This is an optimization exercise on Yosys and OpenROAD, whose aim is small area and a short achievable clock period, not a production implementation.
Function was checked by simulation only, so behaviour that the tests miss may differ from the original.
Power and IR drop assume default switching activity.

==> design/flow/run.sh <==
#!/bin/bash
# synth_recipe.tcl (not shown) runs the flow's synth.tcl, then flattens the netlist and writes it again
# the make line also repeats each setting of config.mk as NAME=value (left out here)
make -C /OpenROAD-flow-scripts/flow DESIGN_CONFIG=/design/flow/config.mk WORK_HOME=/design/flow/orfs CLKGATE_MAP_FILE= SYNTH_SCRIPT=/design/flow/synth_recipe.tcl finish
==> design/flow/constraint.sdc <==
create_clock -name core_clock -period 5.5 [get_ports {clk}]
set_input_delay 1.1000 -clock core_clock [delete_from_list [all_inputs] [get_ports {clk}]]
set_output_delay 1.1000 -clock core_clock [all_outputs]
set_load 0.01 [all_outputs]
==> design/flow/design.v <==
module rvv_rt_xrf_wb_buffer #(
   parameter int unsigned NUM_RT = 4,
   parameter int unsigned NUM_WP = 2,
   parameter int unsigned DEPTH  = 8,
   parameter int unsigned XLEN   = 32,
   parameter int unsigned AW     = 5
) (
   input  logic                   clk,
   input  logic                   rst,
   input  logic [NUM_RT-1:0]      rt_valid,
   input  logic [NUM_RT*AW-1:0]   rt_addr,
   input  logic [NUM_RT*XLEN-1:0] rt_data,
   output logic [NUM_RT-1:0]      rt_ready,
   output logic [NUM_WP-1:0]      wp_valid,
   output logic [NUM_WP*AW-1:0]   wp_addr,
   output logic [NUM_WP*XLEN-1:0] wp_data,
   input  logic [NUM_WP-1:0]      wp_ready,
   output logic                   buf_empty,
   output logic                   buf_full
   ,
   output logic [$clog2(DEPTH+1)-1:0] stat_max_occ,
   output logic [31:0]                stat_full_stall
);
   localparam int unsigned EW = 1 + AW + XLEN;    
   logic [7:0][EW-1:0] mem_q;
   logic [7:0]         rd_oh_q, wr_oh_q;          
   logic [7:0]         occ_q;                     
   logic [AW-1:0]      last_q;                    
   logic [3:0]          st;                       
   logic [3:0][AW-1:0]  ad;
   logic [3:0]          same;                     
   logic [3:0][EW-1:0]  ch;
   logic [3:0][1:0]     rank;                     
   logic [3:0]          npush;                    
   logic [AW-1:0]       last_d;
   always_comb begin
      for (int i = 0; i < 4; i++) begin
         ad[i] = rt_addr[i*AW +: AW];
         st[i] = rt_valid[i] & ~occ_q[7-i] & (ad[i] != '0);
      end
      same[0] = (ad[0] == last_q);
      same[1] = st[0] ? (ad[1] == ad[0]) : (ad[1] == last_q);
      same[2] = st[1] ? (ad[2] == ad[1]) : st[0] ? (ad[2] == ad[0]) : (ad[2] == last_q);
      same[3] = st[2] ? (ad[3] == ad[2]) : st[1] ? (ad[3] == ad[1]) :
                st[0] ? (ad[3] == ad[0]) : (ad[3] == last_q);
      last_d  = st[3] ? ad[3] : st[2] ? ad[2] : st[1] ? ad[1] : st[0] ? ad[0] : last_q;
      for (int i = 0; i < 4; i++)
         ch[i] = {same[i], ad[i], rt_data[i*XLEN +: XLEN]};
      rank[0] = 2'd0;
      rank[1] = {1'b0, st[0]};
      rank[2] = {st[0] & st[1], st[0] ^ st[1]};
      rank[3] = 2'(st[0]) + 2'(st[1]) + 2'(st[2]);
      npush[0] = |st;
      npush[1] = (st[0] & st[1]) | (st[0] & st[2]) | (st[0] & st[3]) |
                 (st[1] & st[2]) | (st[1] & st[3]) | (st[2] & st[3]);
      npush[2] = (st[0] & st[1] & st[2]) | (st[0] & st[1] & st[3]) |
                 (st[0] & st[2] & st[3]) | (st[1] & st[2] & st[3]);
      npush[3] = &st;
   end
   logic [3:0]         wr4;                       
   logic [3:0][EW-1:0] lane;
   always_comb begin
      for (int b = 0; b < 4; b++) wr4[b] = wr_oh_q[b] | wr_oh_q[b+4];
      for (int b = 0; b < 4; b++) begin
         lane[b] = '0;
         for (int i = 0; i < 4; i++) begin
            logic hit;
            hit = 1'b0;
            for (int r = 0; r <= i; r++)
               hit = hit | ((rank[i] == 2'(r)) & wr4[(b - r + 4) % 4]);
            if (st[i] && hit) lane[b] = lane[b] | ch[i];
         end
      end
   end
   logic [7:0] we;
   always_comb begin
      for (int e = 0; e < 8; e++) begin
         we[e] = 1'b0;
         for (int k = 0; k < 4; k++)
            we[e] = we[e] | (wr_oh_q[(e - k + 8) % 8] & npush[k]);
      end
   end
   always_ff @(posedge clk) begin
      for (int e = 0; e < 8; e++)
         if (we[e]) mem_q[e] <= lane[e % 4];
   end
   logic [EW-1:0] head0, head1;
   always_comb begin
      head0 = '0;
      head1 = '0;
      for (int e = 0; e < 8; e++) begin
         head0 = head0 | ({EW{rd_oh_q[e]}} & mem_q[e]);
         head1 = head1 | ({EW{rd_oh_q[e]}} & mem_q[(e + 1) % 8]);
      end
   end
   logic [1:0] wpv;
   assign wpv[0] = occ_q[0];
   assign wpv[1] = occ_q[1] & ~head1[EW-1];
   logic pop1, pop2;
   assign pop1 = wpv[0] & wp_ready[0];
   assign pop2 = pop1 & wpv[1] & wp_ready[1];
   logic [7:0] occ_pop, occ_d, rd_oh_d, wr_oh_d;
   always_comb begin
      for (int i = 0; i < 8; i++) begin
         logic a1, a2;
         a1 = (i + 1 < 8) ? occ_q[(i + 1) % 8] : 1'b0;
         a2 = (i + 2 < 8) ? occ_q[(i + 2) % 8] : 1'b0;
         occ_pop[i] = pop2 ? a2 : (pop1 ? a1 : occ_q[i]);
         rd_oh_d[i] = pop2 ? rd_oh_q[(i + 6) % 8] : (pop1 ? rd_oh_q[(i + 7) % 8] : rd_oh_q[i]);
      end
      for (int i = 0; i < 8; i++) begin
         logic v, w;
         v = occ_pop[i];
         w = wr_oh_q[i];
         for (int k = 0; k < 4; k++) begin
            if (npush[k]) begin
               v = (i - k - 1 >= 0) ? occ_pop[(i - k - 1 + 8) % 8] : 1'b1;
               w = wr_oh_q[(i - k - 1 + 8) % 8];
            end
         end
         occ_d[i]   = v;
         wr_oh_d[i] = w;
      end
   end
   always_ff @(posedge clk) begin
      if (rst) begin
         rd_oh_q <= 8'd1;
         wr_oh_q <= 8'd1;
         occ_q   <= '0;
      end else begin
         rd_oh_q <= rd_oh_d;
         wr_oh_q <= wr_oh_d;
         occ_q   <= occ_d;
      end
   end
   always_ff @(posedge clk) begin
      last_q <= last_d;
   end
   always_comb begin
      for (int i = 0; i < 4; i++) rt_ready[i] = ~occ_q[7-i];
   end
   assign wp_valid  = wpv;
   assign wp_addr   = {head1[XLEN +: AW], head0[XLEN +: AW]};
   assign wp_data   = {head1[XLEN-1:0], head0[XLEN-1:0]};
   assign buf_empty = ~occ_q[0];
   assign buf_full  = occ_q[7];
   logic [7:0]  max_occ_q;                        
   logic [31:0] full_stall_q;
   always_ff @(posedge clk) begin
      if (rst) begin
         max_occ_q    <= '0;
         full_stall_q <= '0;
      end else begin
         max_occ_q    <= max_occ_q | occ_d;
         if (occ_q[7] && rt_valid[0] && (full_stall_q != '1))
            full_stall_q <= full_stall_q + 32'd1;
      end
   end
   assign stat_max_occ[3] = max_occ_q[7];
   assign stat_max_occ[2] = max_occ_q[3] & ~max_occ_q[7];
   assign stat_max_occ[1] = (max_occ_q[1] & ~max_occ_q[3]) | (max_occ_q[5] & ~max_occ_q[7]);
   assign stat_max_occ[0] = (max_occ_q[0] & ~max_occ_q[1]) | (max_occ_q[2] & ~max_occ_q[3]) |
                            (max_occ_q[4] & ~max_occ_q[5]) | (max_occ_q[6] & ~max_occ_q[7]);
   assign stat_full_stall = full_stall_q;
endmodule
==> design/flow/config.mk <==
export PLATFORM = sky130hd
export DESIGN_NAME = rvv_rt_xrf_wb_buffer
export DESIGN_NICKNAME = rvv_rt_xrf_wb_buffer
export VERILOG_FILES = /design/flow/design.v
export SDC_FILE = /design/flow/constraint.sdc
export NUM_CORES = 4
export LEC_CHECK = 0
export CAP_MARGIN = 20
export CORE_MARGIN = 2
export CORE_UTILIZATION = 40
export SLEW_MARGIN = 20
==> summary.txt, run 1 <==
Clocking
  – Post-CTS sizing: 0
  – CTS Root Buffer Type: clkbuf_16
  – CTS tree: done
  – Post-CTS Hold Fix Bufs: 0
  – Bufs on Longest Clock Path: 3
  – Clock sink count: 373
  – Worst-path clk slew: 0.06 ns
  – Clock latency on the worst-skew pair: 0.57 ns
  – CTS H-Tree Depth: 2
  – Total CTS buffers: 41
  – Post-CTS Setup Bufs: 0

Place
  – Port Buffer Count: 273
  – Placed cells: 2742
  – Post-DP Area: 23620 um2
  – Dpl hpwl: 49980 um
  – Gpl congestion: 0.9433

Synthesis
  – Number of synthesized flops with an enable pin: 309
  – Synth Warn #: 1
  – Synthesized area per cell: 10.34 um2
  – Synthesized area: 19870 um2
  – Synth Register Bits: 373
  – FFs w/ async S/R, synth: 0
  – Dominant synthesized flop cell: edfxtp_1
  – Synth area leaders: edfxtp_1 (47%), a22oi_1 (12%), a222oi_1 (7.2%), nand2_1 (6.9%), dfxtp_1 (6.4%)
  – Area leader, netlist: edfxtp_1
  – Cells after synthesis: 1922
  – Syn Nets: 2084
  – Post-synth top area share: 0.4670
  – Post-synthesis sequential area ratio: 0.5315
  – Yosys cell types: 61

Die
  – Core area: 48950 um2
  – Die height: 226.9 um
  – Die area: 51470 um2
  – Num ports: 274
  – Initial Util: 0.4059
  – Die X: 226.9 um
  – Site Rows: 81

Worst setup path
  – Slowest cell on crit path: nor3_2
  – Worst setup SP type: input pin
  – WP data arrival: 4.80 ns
  – Slowest stage delay, CP: 0.81 ns
  – CP Cell Sequence: clkdlybuf4s50_1, nor3_2, a21o_1, inv_2, ha_1, a222oi_1, nor2_4, buf_4, a222oi_1, nand2_1
  – WS Path Type: in -> reg
  – Critical path fanouts, max: 17
  – Cell mode on critical path: a222oi_1
  – Worst Setup End Kind: register
  – Critical Path RT: 5.79 ns

STA
  – Max-slew violations: 0
  – Final Setup Violations: 0
  – Actual slew at the worst max-slew pin: 1.089 ns
  – Setup Skew: 0.009634 ns
  – Final hold vios: 0
  – Tcrit/Tclk final: 0.8202
  – Unrepaired setup endpoints after global routing: no
  – Max-slew headroom: 0.2738
  – Setup TNS: 0 ns
  – Final critical-path required period: 4.511 ns
  – Max Freq: 221.7 MHz

Layout
  – Finished Layout Cells: 2817
  – Synth-to-layout area growth: 25.47%
  – Finished Cell Area: 24930 um2
  – Nets: 2283
  – Share of layout cells above drive strength 1: 0.08082
  – Final design utilization: 0.5093
  – ANT cells: 0

Power and ir drop
  – Final Total Pwr: 14.08 mW
  – Register share of total power: 0.398
  – Peak supply drop: 326.0 uV
  – Leak: 8.516 nW
  – NetSw: 5.530 mW
  – Pint: 8.551 mW
  – Combinational Power Share: 0.408
  – Clock power share: 0.195
  – Sw frac: 0.3927
  – Power Density: 564.8 nW/um2

Global route
  – Busiest metal layer after global routing: met2
  – Largest net degree at the start of global routing: 78
  – First-pass GRT wire length: 116000 um
  – Antenna violations before repair: 1
  – Remaining Overflow, GRT: 0
  – GRT Resource Usage Total: 0.3011
  – Met3 usage: 0.07101
  – Met2 usage: 0.4861
  – Vias in the first global route: 18.66k
  – Met1 usage in global routing: 0.3866

Routing
  – DRT Wirelength: 79990 um
  – DRC: 0
  – DRT antenna net count: 0
  – Pre-Repair DR Iteration Count: 12
  – Initial DRC Count: 3290
  – Routed WL per cell: 28.40 um
  – Vias per cell: 6.865
  – Vias post-DR: 19.34k

Job
  – Max-cap check violation count: 0

Status
  – Status: complete, no violations

Worst hold path
  – HP Class: reg -> reg
==> cell type report <==
class	count	area [um2]
Fill cell	4260	24020
Sequential cell	373	10570
Multi-Input combinational cell	1349	8702
Timing Repair Buffer	340	3456
Clock buffer	57	1149
Tap cell	664	830.8
Clock inverter	18	158.9
Inverter	16	60.06
==> metrics by stage <==
step	worst slack, ns	hold WS, ns
after detailed placement	0.4836	0.4648
after CTS	1.069	0.4728
after floorplan	0.9057	0.4399
after global routing	0.8384	0.5115
after global placement	0.6946	0.4555
final	0.9887	0.4823
==> critical path: cells and delay by family <==
| family | cells | cell delay (ns) |
|---|---|---|
| compound gates | 3 | 1.23 |
| simple gates | 3 | 1.20 |
| buf+inv | 3 | 1.00 |
| fa+ha+maj | 1 | 0.25 |
==> cells in the mapped netlist (8+ instances only) <==
| master | instances |
|---|---|
| o21ai_0 | 34 |
| a22oi_1 | 311 |
| buf_1 | 18 |
| a311oi_1 | 18 |
| nand3_1 | 26 |
| nor2_1 | 93 |
| inv_1 | 12 |
| a21o_1 | 9 |
| and2_1 | 11 |
| o211ai_1 | 11 |
| edfxtp_1 | 309 |
| nor3_1 | 20 |
| xnor2_1 | 33 |
| buf_2 | 8 |
| a222oi_1 | 143 |
| nand2_1 | 366 |
| a211oi_1 | 10 |
| dfxtp_1 | 64 |
| a21oi_1 | 37 |
| a221oi_1 | 11 |
| nand4_1 | 86 |
| xor2_1 | 15 |
| a31oi_1 | 10 |
| clkbuf_1 | 156 |
==> layer usage <==
metal | vias to the layer above | wire length (um)
li1 | 8155 | -
met1 | 9301 | 29180
met2 | 1600 | 37310
met3 | 280 | 10150
met4 | 2 | 3333
met5 | - | 13
==> kinds of logic after synthesis <==
group,count (synthesis),synth area share
and+or+nand+nor,651,0.1472
buffers and inverters,200,0.03866
muxes,6,0.003023
AOI/OAI and AO/OA,638,0.2543
DFF,373,0.5315
adders and majority gates,6,0.004156
xor gates and xnor gates,48,0.02116
==> power groups by stage <==
stage	combinational (mW)	clock [mW]	sequential [mW]
2_1_floorplan	2.97	0	5.29
3_3_place_gp	5.50	0	5.55
3_5_place_dp	5.62	0	5.61
4_1_cts	5.64	2.77	5.56
5_1_grt	6.06	2.87	5.71
6_report	5.74	2.74	5.60
==> state kept, by name, summed over array words and instances, names as in the netlist <==
register      flops
last_q            5
mem_q           304
occ_q             8
rd_oh_q           8
max_occ_q         8
full_stall_q     32
wr_oh_q           8
==> path summary, 6_finish.rpt <==
path	from	to	slack [ns]	cells after the start
worst max-delay path	rt_addr[3]	mem_q[184]	0.99	10
worst min-delay path	max_occ_q[0]	max_occ_q[0]	0.48	2
worst max register to register	rd_oh_q[2]	occ_q[6]	2.08	8
worst min register to register	max_occ_q[0]	max_occ_q[0]	0.48	2
==> layout by cell type, fill, tap and decap left out, types with 15 or more instances in the layout <==
cell / instances
a21oi_1: 37
a222oi_1: 143
a22oi_1: 311
a311oi_1: 18
buf_12: 18
buf_4: 49
clkbuf_16: 43
clkdlybuf4s50_1: 272
dfxtp_1: 56
edfxtp_1: 309
nand2_1: 358
nand3_1: 26
nand4_1: 86
nor2_1: 86
nor3_1: 19
o21ai_0: 33
xnor2_1: 33
xor2_1: 15
==> run 2, diff against run 1 <==
--- a/design/flow/config.mk
+++ b/design/flow/config.mk
@@ -7,5 +7,6 @@
 export LEC_CHECK = 0
 export CAP_MARGIN = 20
 export CORE_MARGIN = 2
-export CORE_UTILIZATION = 40
+export CORE_UTILIZATION = 60
+export SETUP_SLACK_MARGIN = 2.0
 export SLEW_MARGIN = 20
==> run 2 against run 1 <==
  * Still clean on timing, DRC and antenna
  * Worst hold slack better by 0.012 ns
  * Non-clock buffer count is 80 higher
  * Setup slack better by 0.94 ns
  * Design area grew 4.1%
==> summary.txt, run 2 <==
Place
  – Port Buffer Count: 273 (unchanged)
  – Gpl congestion: 0.9750 (+3.4%)
  – Placed cells: 2515 (-8.3%)
  – Dpl hpwl: 44480 um (-11%)

Worst hold path
  – HP Class: reg -> reg

Die
  – Die area: 34590 um2 (-33%)
  – Die X: 186.0 um (-18%)
  – Core area: 32540 um2 (-34%)
  – Site Rows: 66 (-19%)
  – Die height: 186.0 um (-18%)
  – Initial Util: 0.6107 (+0.2048)
  – Num ports: 274 (unchanged)

Synthesis
  – Post-synth top area share: 0.4670 (unchanged)
  – Most common cell in the netlist: nand2_1
  – FFs w/ async S/R, synth: 0 (unchanged)
  – Synth Register Bits: 373 (unchanged)
  – Post-synth top cells: nand2_1 (366), a22oi_1 (311), edfxtp_1 (309), clkbuf_1 (156), a222oi_1 (143)
  – Synth Warn #: 1 (unchanged)
  – Number of synthesized flops with an enable pin: 309 (unchanged)
  – Synthesized area per cell: 10.34 um2 (unchanged)
  – Cells after synthesis: 1922 (unchanged)
  – Area leader, netlist: edfxtp_1
  – Post-synthesis sequential area ratio: 0.5315 (unchanged)
  – Yosys cell types: 61 (unchanged)
  – Synthesized area: 19870 um2 (unchanged)
  – Dominant synthesized flop cell: edfxtp_1
  – Syn Nets: 2084 (unchanged)
  – Synth area leaders: edfxtp_1 (47%), a22oi_1 (12%), a222oi_1 (7.2%), nand2_1 (6.9%), dfxtp_1 (6.4%)

Global route
  – Vias in the first global route: 19.95k (+6.9%)
  – Largest net degree at the start of global routing: 78 (unchanged)
  – Antenna violations before repair: 1 (unchanged)
  – First-pass GRT wire length: 115500 um (-0.45%)
  – Remaining Overflow, GRT: 0 (unchanged)
  – GRT Resource Usage Total: 0.4472 (+0.1461)

Routing
  – Initial DRC Count: 4676 (+42%)
  – DRT antenna net count: 0 (unchanged)
  – Pre-Repair DR Iteration Count: 14 (+2)
  – DRC: 0 (unchanged)
  – DRT Wirelength: 80660 um (+0.83%)
  – Vias per cell: 7.682 (+12%)
  – Vias post-DR: 20.54k (+6.2%)
  – Routed WL per cell: 30.17 um (+6.3%)

Layout
  – Fillers: 2040 (-52%)
  – Finished Layout Cells: 2673 (-5.1%)
  – Max FFs per register: 304 (unchanged)
  – Synth-to-layout area growth: 30.65%
  – Nets: 2364 (+3.5%)
  – Most common cell after layout, fill and taps aside: nand2_1
  – Commonest non-fill, non-tap cells in the layout: nand2_1 (358), a22oi_1 (311), edfxtp_1 (309)
  – Share of layout cells above drive strength 1: 0.1305 (+0.04968)
  – Largest registers: mem_q: 304 flops, full_stall_q: 32 flops
  – Biggest register: mem_q

Worst setup path
  – Slowest stage delay, CP: 0.47 ns (-0.34 ns)
  – Worst Setup End Kind: register
  – Slowest cell on crit path: clkdlybuf4s50_1
  – CP Launch Point: rt_valid[2]
  – Reg2reg end: mem_q[77]
  – Reg2reg path depth: 11 (+3)
  – WP data arrival: 3.83 ns (-0.97 ns)
  – Reg2reg start: occ_q[6]
  – Critical path fanouts, max: 10 (-7)
  – Reg-to-reg slack, setup: 2.46 ns (+0.38 ns)
  – Critical Path RT: 5.76 ns (-0.03 ns)
  – Setup crit end: mem_q[77]
  – Worst setup SP type: input pin
  – WS Path Type: in -> reg
  – CP Cell Sequence: clkdlybuf4s50_1, nor2b_4, buf_6, o21ai_4, buf_6, fa_2, buf_4, o21ai_4, mux2i_2, and2_4, buf_8, a222oi_1, nand2_1

Clocking
  – Clock latency on the worst-skew pair: 0.54 ns (-0.03 ns)
  – CTS Root Buffer Type: clkbuf_16
  – Bufs on Longest Clock Path: 3 (unchanged)
  – CTS H-Tree Depth: 2 (unchanged)
  – Total CTS buffers: 38 (-7.3%)
  – Worst-path clk slew: 0.06 ns (about the same)
  – Clock sink count: 373 (unchanged)
  – CTS tree: done

STA
  – Max-slew violations: 0 (unchanged)
  – Max-slew headroom: 0.4478 (+0.1740)
  – Setup Skew: 0.01767 ns (+0.008034 ns)
  – Final critical-path required period: 3.572 ns (-0.9392 ns)
  – Worst hold slack: 0.4945 ns (+0.01226 ns)
  – Setup TNS: 0 ns (unchanged)
  – Final Setup Violations: 0 (unchanged)
  – Final hold vios: 0 (unchanged)
  – Unrepaired setup endpoints after global routing: yes
  – Actual slew at the worst max-slew pin: 0.8283 ns (-0.2610 ns)
  – Max Freq: 280.0 MHz (+26%)
  – Tcrit/Tclk final: 0.6495 (-0.1708)

Power and ir drop
  – Leak: 9.178 nW (+7.8%)
  – Power Density: 571.2 nW/um2 (+1.1%)
  – Peak supply drop: 472.8 uV (+45%)

Job
  – Max-cap check violation count: 0 (unchanged)

Status
  – Status: complete, no violations
## run 2: critical path: cells and delay by family
family	cells	cell delay, ns
buf+inv	5	1.08
fa+ha+maj	1	0.44
mux	1	0.13
compound gates	3	0.54
simple gates	3	0.52
## run 2: how the worst min path moves through the flow
stage | from | endpoint | cells past startpoint
3_3_place_gp | max_occ_q[0] | max_occ_q[0] | 2
2_1_floorplan | max_occ_q[0] | max_occ_q[0] | 2
3_5_place_dp | max_occ_q[0] | max_occ_q[0] | 2
6_report | max_occ_q[0] | max_occ_q[0] | 2
5_1_grt | max_occ_q[2] | max_occ_q[2] | 1
4_1_cts | max_occ_q[1] | max_occ_q[1] | 2
## run 2: final cells by class
cell class                      instances  area (um2)  share of cell area
Multi-Input combinational cell       1352        8974              0.3457
Antenna cell                            1       2.502          0.00009639
Sequential cell                       373       10590              0.4078
Timing Repair inverter                  1       6.256           0.0002410
Clock inverter                         16       140.1            0.005398
Timing Repair Buffer                  420        4557              0.1755
Tap cell                              442       553.0             0.02130
Inverter                               16       81.33            0.003133
Clock buffer                           52        1059             0.04078
## run 2: routing by layer
layer	routed length (um)	share of wire	vias to the layer above	global-route usage
met2	34360	0.43	2262	0.6806
met3	14400	0.18	602	0.1481
met1	25460	0.32	9344	0.5529
met5	0	0	-	0
met4	6435	0.080	0	0.2750
li1	-	-	8327	-
## run 2: stage by stage
stage	power, mW	cell area [um2]	util	setup slack [ns]
global placement	10.82	23270	0.7153	0.8250
finish	14.83	25960	0.7979	1.928
floorplan	8.381	20140	-	1.563
detailed placement	10.99	23270	0.7153	0.7293
CTS	14.10	25360	0.7795	1.995
global route	15.23	25960	0.7978	1.887
## run 2: timing repair
action / CTS / global route
hold buffers: 0 / 0
pin swaps: 40 / 51
setup buffers: 39 / 34
gates resized for setup: 112 / 49
gates cloned: 8 / 8
endpoints found under the setup margin: 707 / 610
## run 2: logic make-up (layout without fill, tap and decap cells)
group                      count (synthesis)  after routing  share of synthesized area
other                                      0              1                          0
AOI/OAI and AO/OA                        638            638                     0.2543
adders and majority gates                  6              6                   0.004156
muxes                                      6              6                   0.003023
DFF                                      373            373                     0.5315
buffers and inverters                    200            505                    0.03866
xor gates and xnor gates                  48             48                    0.02116
and+or+nand+nor                          651            654                     0.1472
## run 2: power by group
group / total, mW / internal (mW) / switching [mW] / leakage (nW)
Combinational: 6.70 / 2.66 / 4.04 / 5.08
Clock: 2.54 / 1.45 / 1.09 / 0.584
Sequential: 5.59 / 4.82 / 0.770 / 3.51
==> run 3, diff against run 2 <==
==> design/flow/flow/run.sh (new file) <==
#!/bin/bash
# Own layout flow: the standard ORFS flow, with the I/O port buffers made from a
# plain buffer cell instead of the one buffer_ports picks by default (a delay cell).
set -euo pipefail
export BUFFER_PORTS_ARGS="-buffer_cell sky130_fd_sc_hd__buf_2"
bash standard.sh "BUFFER_PORTS_ARGS=-buffer_cell sky130_fd_sc_hd__buf_2" finish > flow_standard.log 2>&1
==> design/flow/standard.sh (new file) <==
#!/bin/bash
# synth_recipe.tcl (not shown) runs the flow's synth.tcl, then flattens the netlist and writes it again
# the make line also repeats each setting of config.mk as NAME=value (left out here)
make -C /OpenROAD-flow-scripts/flow DESIGN_CONFIG=/design/flow/config.mk WORK_HOME=/design/flow/orfs CLKGATE_MAP_FILE= SYNTH_SCRIPT=/design/flow/synth_recipe.tcl "${@:-finish}"
removed: design/flow/run.sh
==> run 3 against run 2 <==
  * Die area did not move
  * Clock power rose by 12%
  * Global-route usage fell by 1.7 points
  * Setup slack improved by 0.062 ns
  * Synthesized cell count did not move
  * Design area fell by 9.0%
  * Clock skew rose by 0.0033 ns
  * Critical path type is now reg -> out
  * Highest routed layer is now met5
==> summary.txt, run 3 <==
Global route
  – GRT Resource Usage Total: 0.4301 (-0.01718)
  – Remaining Overflow, GRT: 0 (unchanged)
  – Largest net degree at the start of global routing: 78 (unchanged)
  – First-pass GRT wire length: 110400 um (-4.4%)
  – Vias in the first global route: 18.79k (-5.8%)
  – Antenna violations before repair: 4 (+3)

Synthesis
  – Synthesized area per cell: 10.34 um2 (unchanged)
  – Synth Warn #: 1 (unchanged)
  – Mux share of post-synthesis cell area: 0.003023 (unchanged)
  – Synth area leaders: edfxtp_1 (47%), a22oi_1 (12%), a222oi_1 (7.2%), nand2_1 (6.9%), dfxtp_1 (6.4%)
  – Post-synth top area share: 0.4670 (unchanged)
  – Post-synthesis compound-gate area fraction: 0.2543 (unchanged)
  – Number of synthesized flops with an enable pin: 309 (unchanged)
  – Cells after synthesis: 1922 (unchanged)
  – Synth Area in Adders: 0.004156 (unchanged)
  – Synthesized area: 19870 um2 (unchanged)
  – Syn Nets: 2084 (unchanged)
  – Post-synthesis xor/xnor area fraction: 0.02116 (unchanged)
  – Yosys cell types: 61 (unchanged)
  – Simple-gate share of the synthesized area: 0.1472 (unchanged)
  – FFs w/ async S/R, synth: 0 (unchanged)
  – Largest family of logic cells by synthesized area: compound AO/OA/AOI/OAI gates
  – Post-synth top cells: nand2_1 (366), a22oi_1 (311), edfxtp_1 (309), clkbuf_1 (156), a222oi_1 (143)
  – Dominant synthesized flop cell: edfxtp_1
  – Most common cell in the netlist: nand2_1
  – Synth Register Bits: 373 (unchanged)
  – Area leader, netlist: edfxtp_1
  – Post-synthesis sequential area ratio: 0.5315 (unchanged)

Worst hold path
  – Hold Path Depth: 2 (unchanged)
  – HP Class: reg -> reg
  – Hold_sp: max_occ_q[0]
  – Worst Hold Path EP: max_occ_q[0]

Routing
  – Routed WL per cell: 29.56 um (-2.0%)
  – DRT antenna net count: 0 (unchanged)
  – Pre-Repair DR Iteration Count: 14 (unchanged)
  – DRC: 0 (unchanged)
  – DRT Wirelength: 76980 um (-4.6%)
  – Initial DRC Count: 4276 (-8.6%)
  – Vias post-DR: 19.75k (-3.8%)
  – Vias per cell: 7.586 (-1.3%)

Worst setup path
  – Critical path fanouts, max: 77 (+67)
  – WP data arrival: 2.41 ns (-1.42 ns)
  – CP Launch Point: rd_oh_q[3]
  – Reg2reg end: mem_q[85]
  – Critical Path RT: 4.40 ns (-1.36 ns)
  – Worst setup SP type: register
  – Worst Setup End Kind: output pin
  – Slowest stage delay, CP: 0.80 ns (+0.33 ns)
  – WS Path Type: reg -> out
  – Slowest cell on crit path: buf_4
  – Worst path bufs/invs: 2 (-3)
  – CP top delay family: buffers and inverters
  – CP Cell Sequence: buf_4, a22oi_1, nand4_1, buf_2
  – Reg2reg start: occ_q[6]
  – Reg2reg path depth: 11 (unchanged)
  – Reg-to-reg slack, setup: 2.30 ns (-0.16 ns)

Die
  – Die area: 34590 um2 (unchanged)
  – Die height: 186.0 um (unchanged)
  – Site Rows: 66 (unchanged)
  – Num ports: 274 (unchanged)
  – Initial Util: 0.6107 (unchanged)
  – Core area: 32540 um2 (unchanged)
  – Die X: 186.0 um (unchanged)

Power and ir drop
  – Final Total Pwr: 14.07 mW (-5.1%)
  – Peak supply drop: 321.1 uV (-32%)
  – Pint: 8.369 mW (-6.3%)
  – Power Density: 595.5 nW/um2 (+4.2%)
  – Clock power share: 0.202 (+0.031)
  – Leak: 8.689 nW (-5.3%)
  – Sw frac: 0.4052 (+0.007582)
  – Combinational Power Share: 0.401 (-0.051)
  – Register share of total power: 0.397 (+0.020)
  – NetSw: 5.702 mW (-3.3%)

STA
  – Setup Skew: 0.02098 ns (+0.003310 ns)
  – Max Freq: 284.9 MHz (+1.8%)
  – Tcrit/Tclk final: 0.6382 (-0.01123)
  – Final Setup Violations: 0 (unchanged)
  – Final hold vios: 0 (unchanged)
  – Max-slew headroom: 0.2877 (-0.1601)
  – Setup TNS: 0 ns (unchanged)
  – Max-slew violations: 0 (unchanged)
  – Actual slew at the worst max-slew pin: 1.069 ns (+0.2402 ns)
  – Unrepaired setup endpoints after global routing: yes
  – Final critical-path required period: 3.510 ns (-0.06179 ns)

Place
  – Port Buffer Count: 273 (unchanged)
  – Dpl hpwl: 43250 um (-2.8%)
  – Post-DP Area: 21660 um2 (-6.9%)
  – Gpl congestion: 0.9953 (+2.1%)

Clocking
  – CTS Root Buffer Type: clkbuf_16
  – CTS tree: done
  – Worst-path clk slew: 0.06 ns (about the same)
  – Clock sink count: 373 (unchanged)
  – CTS H-Tree Depth: 2 (unchanged)
  – Bufs on Longest Clock Path: 3 (unchanged)
  – Clock latency on the worst-skew pair: 0.54 ns (about the same)
  – Total CTS buffers: 39 (+2.6%)

Layout
  – Commonest non-fill, non-tap cells in the layout: nand2_1 (358), a22oi_1 (311), edfxtp_1 (309)
  – Largest registers: mem_q: 304 flops, full_stall_q: 32 flops
  – Nets: 2293 (-3.0%)
  – Max FFs per register: 304 (unchanged)
  – Synth-to-layout area growth: 18.93%
  – Most common cell after layout, fill and taps aside: nand2_1
  – Share of layout cells above drive strength 1: 0.2241 (+0.09358)
  – Finished Cell Area: 23630 um2 (-9.0%)
  – Biggest register: mem_q

Job
  – Max-cap check violation count: 0 (unchanged)

Status
  – Status: complete, no violations
[run 3: cell counts after synthesis]
Identical to the previous run, type by type.
[run 3: power by group through the flow]
stage / registers [mW] / clock network [mW] / logic [mW]
6_report: 5.59 / 2.85 / 5.64
3_5_place_dp: 5.60 / 0 / 4.88
4_1_cts: 5.55 / 2.83 / 5.21
3_3_place_gp: 5.55 / 0 / 4.78
5_1_grt: 5.68 / 2.94 / 5.85
2_1_floorplan: 5.26 / 0 / 3.12
[run 3: how the worst max path moves through the flow]
stage | cells after the start | slack [ns] | to
finish | 4 | 1.99 | wp_data[39]
global route | 12 | 1.95 | mem_q[92]
CTS | 12 | 2.00 | mem_q[190]
detailed placement | 9 | 0.93 | mem_q[213]
global placement | 9 | 1.00 | mem_q[210]
floorplan | 12 | 1.56 | mem_q[101]
[run 3: what timing repair did]
action / 4_1_cts / 5_1_grt
pin swaps: 16 / 11
cloned: 6 / 1
resized for setup: 24 / 28
buffers inserted: 21 / 13
hold buffers: 0 / 0
endpoints found under the setup margin: 673 / 543
[run 3: stage by stage]
step / setup WS, ns / std cells / utilization / hold WS, ns
global route: 1.946 / 2602 / 0.7261 / 0.5096
CTS: 1.997 / 2588 / 0.7175 / 0.4914
floorplan: 1.563 / 1922 / - / 0.4399
finish: 1.990 / 2604 / 0.7263 / 0.4912
global placement: 1.004 / 2491 / 0.6657 / 0.4619
detailed placement: 0.9252 / 2491 / 0.6657 / 0.4743
[run 3: area by class of cell]
| type | instances | area [um2] |
|---|---|---|
| well taps | 442 | 553.0 |
| repair buffers | 346 | 2107 |
| flip-flops and latches | 373 | 10580 |
| clock inverters | 23 | 320.3 |
| diodes | 2 | 5.005 |
| fillers | 2418 | 8906 |
| inverters | 16 | 66.31 |
| clock buffers | 47 | 1041 |
| multi-input cells | 1355 | 8957 |
[run 3: kinds of logic after synthesis]
| kind of cell | count (synthesis) |
|---|---|
| buf+inv | 200 |
| fa+ha+maj | 6 |
| simple gates | 651 |
| flops | 373 |
| mux | 6 |
| compound gates | 638 |
| xor+xnor | 48 |
[run 3: worst reg2reg max path, stage by stage (launching register included)]
cell and delay [ns]:
dfxtp_1 0.41, nand2b_1 0.23, a21o_1 0.20, buf_4 0.22
fa_2 0.45, buf_4 0.18, o21ai_2 0.19, mux2i_2 0.16
and2_1 0.22, buf_8 0.18, a222oi_1 0.32, nand2_1 0.16
[run 3: per-layer routing]
| layer | vias to the layer above | part of all wire | GRT usage |
|---|---|---|---|
| li1 | 8200 | - | - |
| met1 | 9184 | 0.33 | 0.5630 |
| met2 | 1980 | 0.44 | 0.6639 |
| met3 | 385 | 0.17 | 0.1104 |
| met4 | 4 | 0.058 | 0.2205 |
| met5 | - | 0.00039 | 0 |
==> run 4, diff against run 3 <==
--- a/design/flow/design.v
+++ b/design/flow/design.v
@@ -24,13 +24,14 @@
    localparam int unsigned EW = 1 + AW + XLEN;    
    logic [7:0][EW-1:0] mem_q;
    logic [7:0]         rd_oh_q, wr_oh_q;          
+   logic [7:0]         rd1_oh_q;                  
    logic [7:0]         occ_q;                     
    logic [AW-1:0]      last_q;                    
    logic [3:0]          st;                       
    logic [3:0][AW-1:0]  ad;
    logic [3:0]          same;                     
    logic [3:0][EW-1:0]  ch;
-   logic [3:0][1:0]     rank;                     
+   logic [3:0][3:0]     rk;                       
    logic [3:0]          npush;                    
    logic [AW-1:0]       last_d;
    always_comb begin
@@ -46,10 +47,13 @@
       last_d  = st[3] ? ad[3] : st[2] ? ad[2] : st[1] ? ad[1] : st[0] ? ad[0] : last_q;
       for (int i = 0; i < 4; i++)
          ch[i] = {same[i], ad[i], rt_data[i*XLEN +: XLEN]};
-      rank[0] = 2'd0;
-      rank[1] = {1'b0, st[0]};
-      rank[2] = {st[0] & st[1], st[0] ^ st[1]};
-      rank[3] = 2'(st[0]) + 2'(st[1]) + 2'(st[2]);
+      rk[0] = 4'b0001;
+      rk[1] = {2'b00, st[0], ~st[0]};
+      rk[2] = {1'b0, st[0] & st[1], st[0] ^ st[1], ~st[0] & ~st[1]};
+      rk[3] = {st[0] & st[1] & st[2],
+               (st[0] & st[1] & ~st[2]) | (st[0] & ~st[1] & st[2]) | (~st[0] & st[1] & st[2]),
+               (st[0] & ~st[1] & ~st[2]) | (~st[0] & st[1] & ~st[2]) | (~st[0] & ~st[1] & st[2]),
+               ~st[0] & ~st[1] & ~st[2]};
       npush[0] = |st;
       npush[1] = (st[0] & st[1]) | (st[0] & st[2]) | (st[0] & st[3]) |
                  (st[1] & st[2]) | (st[1] & st[3]) | (st[2] & st[3]);
@@ -67,7 +71,7 @@
             logic hit;
             hit = 1'b0;
             for (int r = 0; r <= i; r++)
-               hit = hit | ((rank[i] == 2'(r)) & wr4[(b - r + 4) % 4]);
+               hit = hit | (rk[i][r] & wr4[(b - r + 4) % 4]);
             if (st[i] && hit) lane[b] = lane[b] | ch[i];
          end
       end
@@ -90,7 +94,7 @@
       head1 = '0;
       for (int e = 0; e < 8; e++) begin
          head0 = head0 | ({EW{rd_oh_q[e]}} & mem_q[e]);
-         head1 = head1 | ({EW{rd_oh_q[e]}} & mem_q[(e + 1) % 8]);
+         head1 = head1 | ({EW{rd1_oh_q[e]}} & mem_q[e]);
       end
    end
    logic [1:0] wpv;
@@ -124,12 +128,14 @@
    end
    always_ff @(posedge clk) begin
       if (rst) begin
-         rd_oh_q <= 8'd1;
-         wr_oh_q <= 8'd1;
+         rd_oh_q  <= 8'd1;
+         rd1_oh_q <= 8'd2;
+         wr_oh_q  <= 8'd1;
          occ_q   <= '0;
       end else begin
-         rd_oh_q <= rd_oh_d;
-         wr_oh_q <= wr_oh_d;
+         rd_oh_q  <= rd_oh_d;
+         rd1_oh_q <= {rd_oh_d[6:0], rd_oh_d[7]};
+         wr_oh_q  <= wr_oh_d;
          occ_q   <= occ_d;
       end
    end
==> design/flow/flow/run.sh (replaced) <==
#!/bin/bash
# Own layout flow: the standard ORFS flow, with the I/O port buffers made from a
# plain buffer cell instead of the one buffer_ports picks by default (a delay cell).
set -euo pipefail
export BUFFER_PORTS_ARGS="-buffer_cell sky130_fd_sc_hd__buf_1"
bash standard.sh "BUFFER_PORTS_ARGS=-buffer_cell sky130_fd_sc_hd__buf_1" finish > flow_standard.log 2>&1
--- a/design/flow/config.mk
+++ b/design/flow/config.mk
@@ -7,6 +7,8 @@
 export LEC_CHECK = 0
 export CAP_MARGIN = 20
 export CORE_MARGIN = 2
-export CORE_UTILIZATION = 60
+export CORE_UTILIZATION = 45
+export CTS_CLUSTER_DIAMETER = 80
+export CTS_CLUSTER_SIZE = 25
 export SETUP_SLACK_MARGIN = 2.0
 export SLEW_MARGIN = 20
==> run 4 against run 3 <==
  * Highest routed layer is now met4
  * Still clean on timing, DRC and antenna
  * Sequential share of layout area is 0.60 points higher
  * Total power is 0.53% lower
  * Critical path type is now in -> reg
  * Routed wire length is 2.7% higher
  * Die area is 32% higher
  * Core utilization is 19 points lower
  * Synthesized cell count is 2.0% lower
  * Critical endpoint is now mem_q[184]
  * Sequential power is 4.7% higher
  * Clock skew is 0.018 ns higher
==> summary.txt, run 4 <==
Layout
  – Biggest register: mem_q
  – Final design utilization: 0.5393 (-0.1870)
  – FF/Latch Area: 10590 um2 (about the same)
  – Max FFs per register: 304 (unchanged)
  – Commonest non-fill, non-tap cells in the layout: a22oi_1 (318), edfxtp_1 (309), buf_1 (266)
  – Share of layout cells above drive strength 1: 0.1117 (-0.1124)
  – Multi-input gate area: 8783 um2 (-1.9%)
  – Largest registers: mem_q: 304 flops, full_stall_q: 32 flops
  – Fillers: 3813 (+58%)
  – Synth-to-layout area growth: 17.58%
  – Nets: 2269 (-1.0%)
  – Most common cell after layout, fill and taps aside: a22oi_1

Worst setup path
  – CP top delay family: compound AO/OA/AOI/OAI gates
  – Reg-to-reg slack, setup: 2.28 ns (-0.02 ns)
  – Slowest stage delay, CP: 0.55 ns (-0.25 ns)
  – Slowest cell on crit path: or4_4
  – Worst setup SP type: input pin
  – Reg2reg end: mem_q[189]
  – Reg2reg start: occ_q[7]
  – Worst path bufs/invs: 4 (+2)
  – CP Cell Sequence: buf_6, buf_6, or4_4, o21ai_4, buf_6, ha_4, a222oi_1, nor2_4, buf_12, a222oi_1, o21ai_1
  – Critical Path RT: 5.76 ns (+1.36 ns)
  – WS Path Type: in -> reg
  – WP data arrival: 3.81 ns (+1.40 ns)
  – Critical path fanouts, max: 6 (-92%)
  – Cell mode on critical path: buf_6
  – Worst Setup End Kind: register
  – Reg2reg path depth: 7 (-4)

Worst hold path
  – Hold Path Depth: 2 (unchanged)
  – HP Class: reg -> reg
  – Worst Hold Path EP: max_occ_q[0]
  – Hold_sp: max_occ_q[0]

Synthesis
  – Post-synth top area share: 0.4676 (+0.0005594)
  – Number of synthesized flops with an enable pin: 309 (unchanged)
  – Synthesized area per cell: 10.54 um2 (+1.9%)
  – Synth Warn #: 1 (unchanged)
  – Synth Area in Adders: 0.003152 (-0.001004)
  – Post-synth top cells: a22oi_1 (318), edfxtp_1 (309), nand2_1 (205), clkbuf_1 (151), a222oi_1 (149)
  – Cells after synthesis: 1883 (-2.0%)
  – Post-synthesis compound-gate area fraction: 0.2775 (+0.02319)
  – Largest family of logic cells by synthesized area: compound AO/OA/AOI/OAI gates
  – Mux share of post-synthesis cell area: 0.008196 (+0.005174)
  – Syn Nets: 2044 (-1.9%)
  – Most common cell in the netlist: a22oi_1
  – Dominant synthesized flop cell: edfxtp_1
  – Synthesized area: 19850 um2 (-0.12%)
  – FFs w/ async S/R, synth: 0 (unchanged)
  – Synth Register Bits: 373 (unchanged)
  – Synth area leaders: edfxtp_1 (47%), a22oi_1 (12%), a222oi_1 (7.5%), dfxtp_1 (6.5%), nand2_1 (3.9%)
  – Simple-gate share of the synthesized area: 0.1137 (-0.03355)
  – Post-synthesis sequential area ratio: 0.5321 (+0.0006367)
  – Yosys cell types: 62 (+1.6%)
  – Post-synthesis xor/xnor area fraction: 0.01765 (-0.003505)
  – Area leader, netlist: edfxtp_1

Die
  – Num ports: 274 (unchanged)
  – Initial Util: 0.4587 (-0.1520)
  – Die area: 45800 um2 (+32%)
  – Die X: 214 um (+15%)
  – Die height: 214 um (+15%)
  – Core area: 43270 um2 (+33%)
  – Site Rows: 76 (+15%)

Routing
  – Routed WL per cell: 29.17 um (-1.3%)
  – DRC: 0 (unchanged)
  – Pre-Repair DR Iteration Count: 10 (-4)
  – Initial DRC Count: 3795 (-11%)
  – DRT antenna net count: 0 (unchanged)
  – DRT Wirelength: 79050 um (+2.7%)
  – Vias post-DR: 19.27k (-2.5%)
  – Vias per cell: 7.109 (-6.3%)

STA
  – Max Freq: 281.9 MHz (-1.1%)
  – Setup TNS: 0 ns (unchanged)
  – Actual slew at the worst max-slew pin: 1.050 ns (-0.01887 ns)
  – Final hold vios: 0 (unchanged)
  – Tcrit/Tclk final: 0.6450 (+0.006782)
  – Max-slew headroom: 0.2972 (+0.009502)
  – Final critical-path required period: 3.548 ns (+0.03730 ns)
  – Unrepaired setup endpoints after global routing: yes
  – Setup Skew: 0.03881 ns (+0.01783 ns)
  – Max-slew violations: 0 (unchanged)
  – Final Setup Violations: 0 (unchanged)

Global route
  – Remaining Overflow, GRT: 0 (unchanged)
  – Largest net degree at the start of global routing: 78 (unchanged)
  – GRT Resource Usage Total: 0.3196 (-0.1105)
  – First-pass GRT wire length: 112200 um (+1.6%)
  – Antenna violations before repair: 3 (-1)
  – Vias in the first global route: 18.29k (-2.7%)

Place
  – Dpl hpwl: 46360 um (+7.2%)
  – Port Buffer Count: 273 (unchanged)
  – Gpl congestion: 0.9032 (-9.3%)

Clocking
  – Bufs on Longest Clock Path: 3 (unchanged)
  – CTS tree: done
  – CTS H-Tree Depth: 1 (-1)
  – Total CTS buffers: 22 (-44%)
  – Clock sink count: 373 (unchanged)
  – Post-CTS Hold Fix Bufs: 0 (unchanged)
  – Worst-path clk slew: 0.09 ns (+0.03 ns)
  – Clock latency on the worst-skew pair: 0.58 ns (+0.04 ns)
  – CTS Root Buffer Type: clkbuf_16

Power and ir drop
  – Pint: 7.890 mW (-5.7%)
  – Power Density: 599.8 nW/um2 (+0.73%)
  – Register share of total power: 0.418 (+0.021)
  – Combinational Power Share: 0.448 (+0.047)
  – Clock power share: 0.134 (-0.068)
  – NetSw: 6.106 mW (+7.1%)
  – Sw frac: 0.4363 (+0.03101)
  – Peak supply drop: 490.3 uV (+53%)
  – Leak: 7.725 nW (-11%)

Job
  – Max-cap check violation count: 0 (unchanged)

Status
  – Status: complete, no violations
-- run 4: cell types whose count changed after synthesis, sizes merged, moves of 6 or more --
cell | previous run | this run
a211o | 1 | 8
a211oi | 11 | 3
a222oi | 143 | 149
a22oi | 311 | 318
buf | 28 | 36
inv | 15 | 57
mux2i | 6 | 14
nand2 | 366 | 206
nor2 | 93 | 78
o211ai | 11 | 3
o21ai | 36 | 142
or3 | 2 | 11
xnor2 | 33 | 24
-- run 4: cells by family (layout without fill, tap and decap cells) --
kind of cell | count (synthesis) | in the layout
flops | 373 | 373
mux | 16 | 16
simple gates | 474 | 478
xor+xnor | 40 | 40
other cells | 0 | 3
fa+ha+maj | 5 | 5
buf+inv | 244 | 479
compound gates | 731 | 731
-- run 4: timing repair --
action	in CTS	in global routing
buffers inserted	21	30
gates cloned	5	4
gates resized for setup	63	88
hold endpoints to repair	0	0
endpoints found under the setup margin	675	598
pin swaps	24	28
-- run 4: stage by stage --
stage	total power, mW	setup slack (ns)	hold WS [ns]	cells	cell area [um2]
after detailed placement	11.30	0.7685	0.4657	2609	21560
after CTS	13.47	1.969	0.4821	2673	22750
after global routing	14.52	1.909	0.5117	2710	23330
after floorplan	8.884	1.398	0.4399	1883	20030
final	14.00	1.952	0.4831	2710	23330
after global placement	11.19	0.8516	0.4566	2609	21560
-- run 4: tightest hold or removal path: stages (launching register included) --
cell     delay (ns)
dfxtp_1        0.32
inv_1          0.05
a31oi_1        0.07
-- run 4: layout make-up --
cell class,count,area share
multi-input cells,1270,0.3764
diodes,3,0.0003217
well taps,585,0.03137
flip-flops and latches,373,0.4538
inverters,57,0.009277
clock inverters,12,0.006756
clock buffers,26,0.02515
repair buffers,384,0.09695
-- run 4: per-layer routing --
| metal | global-route usage | vias up | wire length [um] |
|---|---|---|---|
| li1 | - | 8153 | - |
| met1 | 0.4197 | 9317 | 29670 |
| met2 | 0.5019 | 1550 | 35620 |
| met3 | 0.07285 | 246 | 9943 |
| met4 | 0.1515 | 0 | 3829 |
| met5 | 0 | - | 0 |
-- run 4: how the worst max path moves through the flow --
stage                            end  cells past startpoint       start  slack [ns]
final                     mem_q[184]                     11  rt_addr[4]        1.95
after floorplan             mem_q[0]                     12  rt_addr[0]        1.40
after global placement    mem_q[151]                     10  rt_addr[6]        0.85
after detailed placement   mem_q[21]                     11  rt_addr[0]        0.77
after CTS                  mem_q[39]                     13  rt_addr[6]        1.97
after global routing      mem_q[184]                     11  rt_addr[4]        1.91
-- run 4: power groups by stage --
stage          Sequential, mW  Clock, mW  Combinational, mW
6_report                 5.85       1.87               6.28
5_1_grt                  5.97       1.98               6.56
3_5_place_dp             5.89          0               5.41
2_1_floorplan            5.53          0               3.36
3_3_place_gp             5.87          0               5.33
4_1_cts                  5.82       1.89               5.76
==> run 5, diff against run 4 <==
--- a/design/flow/design.v
+++ b/design/flow/design.v
@@ -24,7 +24,8 @@
    localparam int unsigned EW = 1 + AW + XLEN;    
    logic [7:0][EW-1:0] mem_q;
    logic [7:0]         rd_oh_q, wr_oh_q;          
-   logic [7:0]         rd1_oh_q;                  
+   logic [3:0]         ev_sel_q, od_sel_q;        
+   logic               swap_q;                    
    logic [7:0]         occ_q;                     
    logic [AW-1:0]      last_q;                    
    logic [3:0]          st;                       
@@ -88,14 +89,16 @@
       for (int e = 0; e < 8; e++)
          if (we[e]) mem_q[e] <= lane[e % 4];
    end
-   logic [EW-1:0] head0, head1;
+   logic [EW-1:0] ev, od, head0, head1;
    always_comb begin
-      head0 = '0;
-      head1 = '0;
-      for (int e = 0; e < 8; e++) begin
-         head0 = head0 | ({EW{rd_oh_q[e]}} & mem_q[e]);
-         head1 = head1 | ({EW{rd1_oh_q[e]}} & mem_q[e]);
+      ev = '0;
+      od = '0;
+      for (int k = 0; k < 4; k++) begin
+         ev = ev | ({EW{ev_sel_q[k]}} & mem_q[2*k]);
+         od = od | ({EW{od_sel_q[k]}} & mem_q[2*k+1]);
       end
+      head0 = swap_q ? od : ev;
+      head1 = swap_q ? ev : od;
    end
    logic [1:0] wpv;
    assign wpv[0] = occ_q[0];
@@ -129,12 +132,18 @@
    always_ff @(posedge clk) begin
       if (rst) begin
          rd_oh_q  <= 8'd1;
-         rd1_oh_q <= 8'd2;
+         ev_sel_q <= 4'd1;
+         od_sel_q <= 4'd1;
+         swap_q   <= 1'b0;
          wr_oh_q  <= 8'd1;
          occ_q   <= '0;
       end else begin
          rd_oh_q  <= rd_oh_d;
-         rd1_oh_q <= {rd_oh_d[6:0], rd_oh_d[7]};
+         for (int k = 0; k < 4; k++) begin
+            ev_sel_q[k] <= rd_oh_d[2*k] | rd_oh_d[(2*k + 7) % 8];
+            od_sel_q[k] <= rd_oh_d[2*k+1] | rd_oh_d[2*k];
+         end
+         swap_q   <= rd_oh_d[1] | rd_oh_d[3] | rd_oh_d[5] | rd_oh_d[7];
          wr_oh_q  <= wr_oh_d;
          occ_q   <= occ_d;
       end
==> run 5 against run 4 <==
  * Count of clock-buffer cells in the layout up 2
  * Clock skew shrank 0.012 ns
  * Total power is 15% lower
  * Routed wire length fell by 5.3%
  * Synthesized cell count is 3.6% lower
==> summary.txt, run 5 <==
Worst hold path
  – Worst Hold Path EP: max_occ_q[0]
  – Hold Path Depth: 1 (-1)
  – Hold_sp: max_occ_q[0]
  – HP Class: reg -> reg

STA
  – Setup Skew: 0.02704 ns (-0.01177 ns)
  – Max-slew headroom: 0.4072 (+0.1101)
  – Unrepaired setup endpoints after global routing: yes
  – Tcrit/Tclk final: 0.6339 (-0.01107)
  – Final critical-path required period: 3.487 ns (-0.06087 ns)
  – Max Freq: 286.8 MHz (+1.7%)
  – Final hold vios: 0 (unchanged)
  – Actual slew at the worst max-slew pin: 0.8859 ns (-0.1637 ns)
  – Max-slew violations: 0 (unchanged)
  – Final Setup Violations: 0 (unchanged)
  – Setup TNS: 0 ns (unchanged)

Routing
  – DRC: 0 (unchanged)
  – Vias post-DR: 17.99k (-6.6%)
  – WL met2: 34750 um (-2.4%)
  – Routed WL per cell: 28.86 um (-1.1%)
  – DRT antenna net count: 0 (unchanged)
  – DRT Wirelength: 74850 um (-5.3%)
  – Post-Route M1 WL: 27920 um (-5.9%)
  – Initial DRC Count: 3235 (-15%)
  – Top Layer Used: met5
  – DR WL met3: 9686 um (-2.6%)
  – Pre-Repair DR Iteration Count: 12 (+2)
  – Vias per cell: 6.934 (-2.5%)

Layout
  – FF/Latch Area: 10770 um2 (+1.8%)
  – Nets: 2197 (-3.2%)
  – Multi-input gate area: 8348 um2 (-5.0%)
  – Max FFs per register: 304 (unchanged)
  – Most common cell after layout, fill and taps aside: edfxtp_1
  – Synth-to-layout area growth: 17.17%
  – Finished Layout Cells: 2594 (-4.3%)
  – Largest registers: mem_q: 304 flops, full_stall_q: 32 flops
  – Fillers: 3774 (-1.0%)
  – Share of layout cells above drive strength 1: 0.1048 (-0.006911)
  – Commonest non-fill, non-tap cells in the layout: edfxtp_1 (309), buf_1 (271), a22oi_1 (166)
  – Biggest register: mem_q

Place
  – Placed cells: 2505 (-4.0%)
  – Dpl hpwl: 43310 um (-6.6%)
  – Gpl congestion: 0.9079 (+0.52%)
  – Port Buffer Count: 273 (unchanged)

Worst setup path
  – Worst path bufs/invs: 5 (+1)
  – CP top delay family: compound AO/OA/AOI/OAI gates
  – Critical path fanouts, max: 9 (+3)
  – Slowest stage delay, CP: 0.54 ns (about the same)
  – Critical Path RT: 5.80 ns (+0.04 ns)
  – Worst setup SP type: input pin
  – Worst Setup End Kind: register
  – Reg2reg end: occ_q[4]
  – WS Path Type: in -> reg
  – Reg2reg path depth: 8 (+1)
  – Reg-to-reg slack, setup: 2.33 ns (+0.05 ns)
  – Slowest cell on crit path: or4_4
  – Cell mode on critical path: o21ai_4
  – Reg2reg start: od_sel_q[2]
  – WP data arrival: 3.79 ns (-0.02 ns)
  – CP Cell Sequence: buf_1, buf_6, or4_4, o21ai_4, inv_4, ha_4, or2_4, mux2i_4, o22ai_4, o21ai_4, buf_12, clkbuf_16, o21ai_0

Clocking
  – CTS Root Buffer Type: clkbuf_16
  – Clock latency on the worst-skew pair: 0.56 ns (-0.02 ns)
  – Clock sink count: 382 (+2.4%)
  – CTS tree: done
  – Total CTS buffers: 22 (unchanged)
  – Bufs on Longest Clock Path: 3 (unchanged)
  – Post-CTS Hold Fix Bufs: 0 (unchanged)
  – Worst-path clk slew: 0.10 ns (about the same)
  – CTS H-Tree Depth: 1 (unchanged)

Die
  – Site Rows: 75 (-1.3%)
  – Initial Util: 0.4585 (about the same)
  – Core area: 42230 um2 (-2.4%)
  – Die area: 44700 um2 (-2.4%)
  – Num ports: 274 (unchanged)
  – Die height: 211.4 um (-1.2%)
  – Die X: 211.4 um (-1.2%)

Global route
  – GRT Resource Usage Total: 0.3224 (+0.002838)
  – Vias in the first global route: 16.93k (-7.4%)
  – Remaining Overflow, GRT: 0 (unchanged)
  – Antenna violations before repair: 4 (+1)
  – First-pass GRT wire length: 107600 um (-4.1%)
  – Largest net degree at the start of global routing: 65 (-17%)

Power and ir drop
  – Leak: 7.575 nW (-1.9%)
  – Power Density: 525.4 nW/um2 (-12%)
  – Peak supply drop: 279.9 uV (-43%)
  – Final Total Pwr: 11.92 mW (-15%)

Synthesis
  – Synth Warn #: 1 (unchanged)
  – Synth Register Bits: 382 (+2.4%)
  – FFs w/ async S/R, synth: 0 (unchanged)
  – Post-synth top area share: 0.4793 (+0.01172)
  – Most common cell in the netlist: edfxtp_1
  – Yosys cell types: 74 (+19%)
  – Post-synthesis sequential area ratio: 0.5548 (+0.02265)
  – Synthesized area: 19360 um2 (-2.4%)
  – Dominant synthesized flop cell: edfxtp_1
  – Syn Nets: 1976 (-3.3%)
  – Post-synth top cells: edfxtp_1 (309), nand2_1 (172), o21ai_0 (168), a22oi_1 (166), nor2_1 (154)
  – Synth area leaders: edfxtp_1 (48%), dfxtp_1 (7.5%), a222oi_1 (7.4%), a22oi_1 (6.4%), o21ai_0 (4.3%)
  – Area leader, netlist: edfxtp_1
  – Number of synthesized flops with an enable pin: 309 (unchanged)
  – Cells after synthesis: 1815 (-3.6%)
  – Synthesized area per cell: 10.67 um2 (+1.2%)

Job
  – Max-cap check violation count: 0 (unchanged)

Status
  – Status: complete, no violations
[run 5: cell types whose count changed after synthesis, moves of 13 or more]
cell,delta
a21oi_1,+13
a22oi_1,-152
a31oi_1,+70
buf_2,+19
clkbuf_1,-41
nand2_1,-33
nand4_1,-77
nor2_1,+76
o21ai_0,+30
[run 5: cell type report]
cell class	count	share of cell area
diodes	3	0.0003309
clock buffers	28	0.02714
clock inverters	12	0.006233
inverters	61	0.01042
multi-input cells	1225	0.3680
flip-flops and latches	382	0.4750
well taps	539	0.02973
repair buffers	344	0.08318
[run 5: worst max-delay path by stage]
stage	startpoint	to	slack, ns	cells after the start
floorplan	rt_addr[0]	mem_q[0]	1.21	13
global placement	rt_addr[0]	mem_q[146]	1.05	12
detailed placement	rt_addr[1]	mem_q[96]	1.06	10
CTS	rt_addr[0]	mem_q[298]	1.88	12
global route	rt_addr[4]	mem_q[102]	1.97	13
finish	rt_addr[4]	mem_q[197]	2.01	13
[run 5: worst register-to-register path: stages (launching register included)]
cell	delay, ns
dfxtp_4	0.44
buf_8	0.23
a22oi_1	0.31
nand3b_1	0.20
a21oi_1	0.73
nand2_1	0.11
a31oi_1	0.59
o221ai_1	0.25
a31oi_1	0.24
[run 5: report_power, final]
part | switching, mW | total (mW) | internal, mW
registers | 0.423 | 4.98 | 4.56
logic | 3.44 | 5.02 | 1.59
clock network | 1.03 | 1.91 | 0.882
[run 5: per-stage QoR]
step	util	setup slack [ns]	hold WS, ns	cell area (um2)
final	0.5372	2.013	0.4703	22680
after global routing	0.5370	1.972	0.5067	22680
after CTS	0.5279	1.876	0.4721	22290
after detailed placement	0.4970	1.057	0.4493	20990
after floorplan	-	1.212	0.4272	19720
after global placement	0.4970	1.053	0.4409	20990
[run 5: logic make-up (layout without fill, tap and decap cells)]
group	Yosys count	in the layout	share of synthesized area
other	0	3	0
AND/OR/NAND/NOR	439	449	0.1020
flip-flops	382	382	0.5548
XOR/XNOR	46	46	0.02081
buffers and inverters	219	445	0.04530
AO/OA/AOI/OAI	712	713	0.2676
adder cells (fa/ha/maj)	5	5	0.003231
multiplexers	12	12	0.006334
[run 5: what timing repair did]
item / 4_1_cts / 5_1_grt
setup endpoints to repair: 644 / 592
pin swaps: 22 / 7
setup buffers: 24 / 7
gates cloned: 13 / 2
gates resized for setup: 54 / 86
[run 5: per-layer routing]
layer,track usage,vias to the layer above
met4,0.1124,4
met1,0.4330,8669
li1,-,7723
met5,0,-
met3,0.06201,190
met2,0.5238,1401
==> run 6, diff against run 5 <==
--- a/design/flow/config.mk
+++ b/design/flow/config.mk
@@ -10,5 +10,5 @@
 export CORE_UTILIZATION = 45
 export CTS_CLUSTER_DIAMETER = 80
 export CTS_CLUSTER_SIZE = 25
-export SETUP_SLACK_MARGIN = 2.0
+export SETUP_SLACK_MARGIN = 2.1
 export SLEW_MARGIN = 20
==> run 6 against run 5 <==
  * Setup slack gained 0.057 ns
  * Combinational power grew 4.6%
  * Synthesized cell count is the same
  * Cell count grew 1.5%
  * Clock skew grew 0.0015 ns
  * Area after synthesis is the same
  * Global-route usage grew 0.11 points
  * Sequential share of layout area shrank 1.2 points
  * Critical path type unchanged
  * Largest cell class unchanged
  * Highest routed layer unchanged
==> summary.txt, run 6 <==
Routing
  – DRT antenna net count: 0 (unchanged)
  – Vias per cell: 6.962 (+0.40%)
  – Vias post-DR: 18.33k (+1.9%)
  – Pre-Repair DR Iteration Count: 13 (+1)
  – Routed WL per cell: 29.13 um (+0.94%)
  – DRC: 0 (unchanged)
  – Initial DRC Count: 3754 (+16%)
  – DRT Wirelength: 76690 um (+2.5%)

Die
  – Site Rows: 75 (unchanged)
  – Die area: 44700 um2 (unchanged)
  – Core area: 42230 um2 (unchanged)
  – Num ports: 274 (unchanged)
  – Die X: 211.4 um (unchanged)
  – Initial Util: 0.4585 (unchanged)
  – Die height: 211.4 um (unchanged)

Layout
  – Most common cell after layout, fill and taps aside: edfxtp_1
  – Largest registers: mem_q: 304 flops, full_stall_q: 32 flops
  – Nets: 2236 (+1.8%)
  – Max FFs per register: 304 (unchanged)
  – Share of layout cells above drive strength 1: 0.1407 (+0.03589)
  – Synth-to-layout area growth: 20.27%
  – Final design utilization: 0.5514 (+0.01422)
  – Commonest non-fill, non-tap cells in the layout: edfxtp_1 (309), buf_1 (270), a22oi_1 (166)
  – Biggest register: mem_q
  – Fillers: 3718 (-1.5%)

Power and ir drop
  – Leak: 7.892 nW (+4.2%)
  – Peak supply drop: 319.1 uV (+14%)
  – Power Density: 526.0 nW/um2 (+0.13%)

Worst setup path
  – Critical path fanouts, max: 8 (-1)
  – Reg2reg start: occ_q[5]
  – Reg2reg end: mem_q[59]
  – Reg-to-reg slack, setup: 2.44 ns (+0.11 ns)
  – WS Path Type: in -> reg
  – Critical Path RT: 5.80 ns (about the same)
  – Worst Setup End Kind: register
  – Worst setup SP type: input pin
  – WP data arrival: 3.72 ns (-0.07 ns)
  – Reg2reg path depth: 7 (-1)

Synthesis
  – Post-synthesis xor/xnor area fraction: 0.02081 (unchanged)
  – Dominant synthesized flop cell: edfxtp_1
  – Synth Area in Adders: 0.003231 (unchanged)
  – Most common cell in the netlist: edfxtp_1
  – Area leader, netlist: edfxtp_1
  – Syn Nets: 1976 (unchanged)
  – FFs w/ async S/R, synth: 0 (unchanged)
  – Number of synthesized flops with an enable pin: 309 (unchanged)
  – Synth Warn #: 1 (unchanged)
  – Cells after synthesis: 1815 (unchanged)
  – Largest family of logic cells by synthesized area: compound AO/OA/AOI/OAI gates
  – Post-synth top cells: edfxtp_1 (309), nand2_1 (172), o21ai_0 (168), a22oi_1 (166), nor2_1 (154)
  – Synth area leaders: edfxtp_1 (48%), dfxtp_1 (7.5%), a222oi_1 (7.4%), a22oi_1 (6.4%), o21ai_0 (4.3%)
  – Post-synth top area share: 0.4793 (unchanged)
  – Mux share of post-synthesis cell area: 0.006334 (unchanged)
  – Yosys cell types: 74 (unchanged)
  – Simple-gate share of the synthesized area: 0.1020 (unchanged)
  – Synthesized area: 19360 um2 (unchanged)
  – Post-synthesis compound-gate area fraction: 0.2676 (unchanged)
  – Synth Register Bits: 382 (unchanged)
  – Post-synthesis sequential area ratio: 0.5548 (unchanged)
  – Synthesized area per cell: 10.67 um2 (unchanged)

Worst hold path
  – Hold Path Depth: 1 (unchanged)
  – Hold_sp: max_occ_q[0]
  – HP Class: reg -> reg
  – Worst Hold Path EP: max_occ_q[0]

Place
  – Gpl congestion: 0.8787 (-3.2%)
  – Port Buffer Count: 273 (unchanged)
  – Dpl hpwl: 43900 um (+1.4%)

Clocking
  – CTS tree: done
  – Post-CTS Hold Fix Bufs: 0 (unchanged)
  – Worst-path clk slew: 0.09 ns (about the same)
  – CTS Root Buffer Type: clkbuf_16
  – Clock sink count: 382 (unchanged)
  – Total CTS buffers: 24 (+9.1%)
  – Bufs on Longest Clock Path: 3 (unchanged)
  – Clock latency on the worst-skew pair: 0.59 ns (+0.03 ns)
  – CTS H-Tree Depth: 1 (unchanged)

STA
  – Max-slew violations: 0 (unchanged)
  – Actual slew at the worst max-slew pin: 1.052 ns (+0.1658 ns)
  – Final hold vios: 0 (unchanged)
  – Max-slew headroom: 0.2972 (-0.1100)
  – Tcrit/Tclk final: 0.6235 (-0.01044)
  – Setup TNS: 0 ns (unchanged)
  – Final Setup Violations: 0 (unchanged)
  – Setup Skew: 0.02853 ns (+0.001492 ns)
  – Final critical-path required period: 3.429 ns (-0.05741 ns)
  – Unrepaired setup endpoints after global routing: no
  – Max Freq: 291.6 MHz (+1.7%)
  – Worst hold slack: 0.4717 ns (+0.001455 ns)

Global route
  – Largest net degree at the start of global routing: 105 (+62%)
  – Met3 usage: 0.06720 (+0.005192)
  – Vias in the first global route: 17.16k (+1.3%)
  – Antenna violations before repair: 5 (+1)
  – Met1 usage in global routing: 0.4302 (-0.002784)
  – Remaining Overflow, GRT: 0 (unchanged)
  – GRT Resource Usage Total: 0.3236 (+0.001146)
  – Met2 usage: 0.5242 (about the same)
  – First-pass GRT wire length: 107800 um (+0.12%)
  – Busiest metal layer after global routing: met2

Status
  – Status: complete, no violations

Job
  – Max-cap check violation count: 0 (unchanged)
## run 6: cell types whose count changed in the layout (fill, tap and decap cells not counted), moves of 4 or more
| cell | before | now |
|---|---|---|
| nand2_4 | 9 | 13 |
| clkbuf_16 | 25 | 31 |
| o21ai_0 | 92 | 86 |
| inv_8 | 1 | 7 |
| o21ai_2 | 3 | 27 |
| buf_8 | 1 | 7 |
| a21oi_2 | 2 | 6 |
| a21oi_1 | 45 | 41 |
| o21ai_1 | 82 | 65 |
| buf_4 | 39 | 61 |
## run 6: worst max-delay path by stage
stage,startpoint,slack [ns],endpoint
4_1_cts,rt_addr[0],2.06,mem_q[174]
5_1_grt,rt_addr[12],2.09,mem_q[59]
2_1_floorplan,rt_addr[0],1.21,mem_q[0]
6_report,rt_addr[4],2.07,mem_q[71]
3_5_place_dp,rt_addr[5],0.78,mem_q[37]
3_3_place_gp,rt_addr[5],0.87,mem_q[189]
## run 6: repair_timing
| action | 4_1_cts | 5_1_grt |
|---|---|---|
| gates cloned | 12 | 8 |
| setup buffers | 28 | 35 |
| pin swaps | 24 | 13 |
| gates resized for setup | 66 | 119 |
| setup endpoints to repair | 694 | 611 |
## run 6: where the power goes
group / switching (mW) / internal, mW / total (mW)
Sequential: 0.394 / 4.56 / 4.95
Clock: 1.11 / 0.933 / 2.05
Combinational: 3.54 / 1.71 / 5.25
## run 6: layer usage
metal  up-vias  wire length (um)
li1       7807                 -
met1      8892             28770
met2      1429             35580
met3       199              9503
met4         4              2817
met5         -                27
## run 6: final cells by class
class | instances | area, um2 | area share
Antenna cell | 4 | 10.01 | 0.0004299
Clock buffer | 26 | 629.4 | 0.02703
Clock inverter | 15 | 200.2 | 0.008598
Inverter | 61 | 252.7 | 0.01085
Multi-Input combinational cell | 1227 | 8461 | 0.3634
Sequential cell | 382 | 10770 | 0.4627
Tap cell | 539 | 674.4 | 0.02896
Timing Repair Buffer | 379 | 2283 | 0.09807
## run 6: worst max-delay path, cell delays in order
cell and delay, ns:
buf_1 0.08, buf_6 0.12, or4_4 0.53, o21ai_4 0.22, buf_6 0.15, buf_12 0.13, ha_4 0.16, nor2_1 0.06
a21oi_2 0.18, a21oi_4 0.10, buf_12 0.16, buf_4 0.14, a222oi_1 0.41, o21ai_1 0.18
## run 6: per-stage QoR
step	area, um2	total power, mW	setup slack [ns]	instances
2_1_floorplan	19730	7.740	1.212	1815
3_3_place_gp	20990	9.295	0.8733	2505
3_5_place_dp	20990	9.390	0.7801	2505
4_1_cts	22390	11.72	2.064	2586
5_1_grt	23280	12.71	2.094	2632
6_report	23280	12.25	2.071	2633
## run 6: kinds of logic (layout without fill, tap and decap cells)
logic type      after synthesis  in the layout
flops                       382            382
simple gates                439            450
compound gates              712            714
xor+xnor                     46             46
fa+ha+maj                     5              5
mux                          12             12
other cells                   0              4
buf+inv                     219            481

==> re-timing with driven ports <==
The results above use ideal ports. As a check the final layouts listed here were re-extracted and re-timed, cells and wires unchanged. Step 1: set_driving_cell puts a clkbuf_16 on clk and a buf_2 on each other input, an assumption about the parent block. Step 2 also shifts input and output timing later by t, the mid clock arrival at the registers, as if the neighbouring blocks saw the same clock. a / b / c = no drivers / after step 1 / after step 2; a / b = the first two.
run | t, ns | slack for setup (ns) | worst setup path after step 2 | slew at the worst register clock pin (ns)
run 1 | 0.624 | 0.989 / 1.022 / 0.398 | input to register | 0.06 / 0.06
run 2 | 0.585 | 1.928 / 1.908 / 1.378 | input to register | 0.07 / 0.07
run 3 | 0.583 | 1.990 / 1.937 / 1.457 | input to register | 0.07 / 0.07
run 4 | 0.623 | 1.952 / 1.978 / 1.355 | input to register | 0.10 / 0.10
run 5 | 0.607 | 2.013 / 2.012 / 1.442 | input to register | 0.10 / 0.10
run 6 | 0.630 | 2.071 / 2.057 / 1.474 | input to register | 0.10 / 0.10
After both steps every run listed still meets setup and hold.
